This design comes from an exercise in tuning for small area and a short achievable clock period on the open sky130 flow, not from production work. Only simulation tests tie the RTL to the original design; equivalence was not proved. No activity file was given, so power comes from the tool's default toggle rates.

==> flow/design.v (excerpt) <==
module hybrid_cache (
	input wire clk,
	input wire reset_n,
	input wire [32-1:0] dcache_rdaddr,
	input wire dcache_rdreq,
	output logic [32-1:0] dcache_out,
	output logic dcache_out_valid,
	output logic dcache_rd_ready,
	input wire [32-1:0] dcache_wraddr,
	input wire dcache_wrreq,
	input wire [32-1:0] dcache_in,
	output logic dcache_wr_ready,
	input wire [32-1:0] icache_rdaddr,
	input wire icache_rdreq,
	output logic [32-1:0] icache_out,
	output logic icache_out_valid,
	output logic icache_rd_ready,
	output logic [32-1:0] mem_addr,
	output logic [32-1:0] mem_in,
	input wire [32-1:0] mem_out,
	input wire mem_out_valid,
	output logic mem_wrreq,
	output logic mem_rdreq
);
For scale: roughly 5100 cells after synthesis, roughly 1400 flip-flops, ~300 I/O pins, ~69000 µm² of cells after synthesis.
export LEC_CHECK = 0
export CAP_MARGIN = 20
export CORE_MARGIN = 2
export CORE_UTILIZATION = 42
export SLEW_MARGIN = 20
export SYNTH_HIERARCHICAL = 1
export SYNTH_MINIMUM_KEEP_SIZE = 0
export SETUP_SLACK_MARGIN = 7.5
export BUFFER_PORTS_ARGS = -buffer_cell sky130_fd_sc_hd__buf_1
export CTS_ARGS = -sink_clustering_enable -repair_clock_nets -buf_list sky130_fd_sc_hd__clkbuf_16 -sink_clustering_size 30 -sink_clustering_max_diameter 60 -dont_use_dummy_load
create_clock -name core_clock -period 14.0 [get_ports {clk}]
standard.sh (not shown) runs the stock make flow with config.mk's settings and CLKGATE_MAP_FILE= SYNTH_SCRIPT=/design/flow/synth_recipe.tcl, a recipe that flattens the netlist after the stock synthesis.
==> flow/flow/run.sh <==
#!/bin/bash
# The standard layout, with tighter setup repair, chosen port buffers and
# smaller clock buffers; each tool's output goes to the logs under orfs/logs
set -euo pipefail
cat flow/extra.mk >> config.mk
bash standard.sh > standard.log 2>&1
==> flow/flow/extra.mk <==
export SETUP_SLACK_MARGIN = 7.5
export BUFFER_PORTS_ARGS = -buffer_cell sky130_fd_sc_hd__buf_1
export CTS_ARGS = -sink_clustering_enable -repair_clock_nets -buf_list sky130_fd_sc_hd__clkbuf_16 -sink_clustering_size 30 -sink_clustering_max_diameter 60 -dont_use_dummy_load
Rerun with:
==> flow/flow/extra.mk (replaced) <==
export SETUP_SLACK_MARGIN = 7.5
export BUFFER_PORTS_ARGS = -buffer_cell sky130_fd_sc_hd__buf_1
export CTS_ARGS = -sink_clustering_enable -repair_clock_nets -buf_list sky130_fd_sc_hd__clkbuf_16 -sink_clustering_size 20 -sink_clustering_max_diameter 100 -dont_use_dummy_load
- CTS_ARGS: -sink_clustering_enable -repair_clock_nets -buf_list sky130_fd_sc_hd__clkbuf_16 -sink_clustering_size 30 -sink_clustering_max_diameter 60 -dont_use_dummy_load -> -sink_clustering_enable -repair_clock_nets -buf_list sky130_fd_sc_hd__clkbuf_16 -sink_clustering_size 20 -sink_clustering_max_diameter 100 -dont_use_dummy_load
- PLACE_DENSITY: default -> 0.72
After rerunning: Worst setup slack got worse by 0.13 ns; die area stays the same; clock power is lower by roughly a tenth; synthesized cell count stays the same; routed wire length falls by a few percent; total power goes down by a few percent; clock-buffer cell count is lower by 27; critical path depth does not change; final area fell slightly; sequential cell count is unchanged.
Rerun with:
--- a/flow/flow/extra.mk
+++ b/flow/flow/extra.mk
@@ -1,2 +1,2 @@
-export SETUP_SLACK_MARGIN = 7.5
+export SETUP_SLACK_MARGIN = 6.6
 export BUFFER_PORTS_ARGS = -buffer_cell sky130_fd_sc_hd__buf_1
- CAP_MARGIN: 20 -> 10
- CORE_UTILIZATION: 42 -> 48
- PLACE_DENSITY: 0.72 -> default
- SETUP_SLACK_MARGIN: 7.5 -> 6.6
- SLEW_MARGIN: 20 -> 10
Clock skew is lower by 0.037 ns. Sequential cell count stays the same. Die area is lower by 12%. Combinational power is higher by about 1%. Wire length is higher by 4.7%. Cell area is lower by 0.62%. Cell count is lower by 4.0%. Setup slack is better by 0.13 ns.
Rerun with:
--- a/flow/flow/extra.mk
+++ b/flow/flow/extra.mk
@@ -1,2 +1,2 @@
-export SETUP_SLACK_MARGIN = 6.6
+export SETUP_SLACK_MARGIN = 7.5
 export BUFFER_PORTS_ARGS = -buffer_cell sky130_fd_sc_hd__buf_1
- SETUP_SLACK_MARGIN: 6.6 -> 7.5
=> Global-route usage is lower by 0.77 points; count of clock-buffer cells in the layout is lower by 1; non-clock buffer count is lower by 5; routed wire length is lower by 2.5%.

==> re-timing with driven ports <==
Ports are ideal in the flow. The routed layouts listed here were re-timed in OpenROAD. Step 1 sets driving cells, clkbuf_16 on the clock port and buf_2 on the other inputs (assumed; they add their load-dependent delay and slew). Step 2 adds t to the input delays and takes it off the output delays; t is the mean of the earliest and latest rising clock arrival at the registers after step 1. Input paths then give back, and output paths get back, about the clock's delay inside the block. Three values: ideal ports, drivers, drivers and shift; two values: the first two.
| run | t (ns) | setup slack, ns | hold slack, ns | latest minus earliest clock arrival (ns) | worst register clock-pin slew, ns |
|---|---|---|---|---|---|
| the first run | 0.827 | 6.356 / 6.309 / 6.309 | 0.400 / 0.400 / 0.400 | 0.178 / 0.178 | 0.09 / 0.09 |
| the second run | 0.798 | 6.230 / 6.209 / 5.744 | 0.395 / 0.395 / 0.395 | 0.151 / 0.150 | 0.10 / 0.10 |
| the third run | 0.776 | 6.362 / 6.311 / 6.311 | 0.462 / 0.462 / 0.462 | 0.097 / 0.097 | 0.09 / 0.09 |
| the fourth run | 0.783 | 6.348 / 6.295 / 6.295 | 0.461 / 0.461 / 0.461 | 0.086 / 0.087 | 0.11 / 0.11 |
After both steps every run listed still meets setup and hold. The setup slack of the second run, which loses most, moves by -0.021 ns with the drivers and by -0.486 ns with both steps.
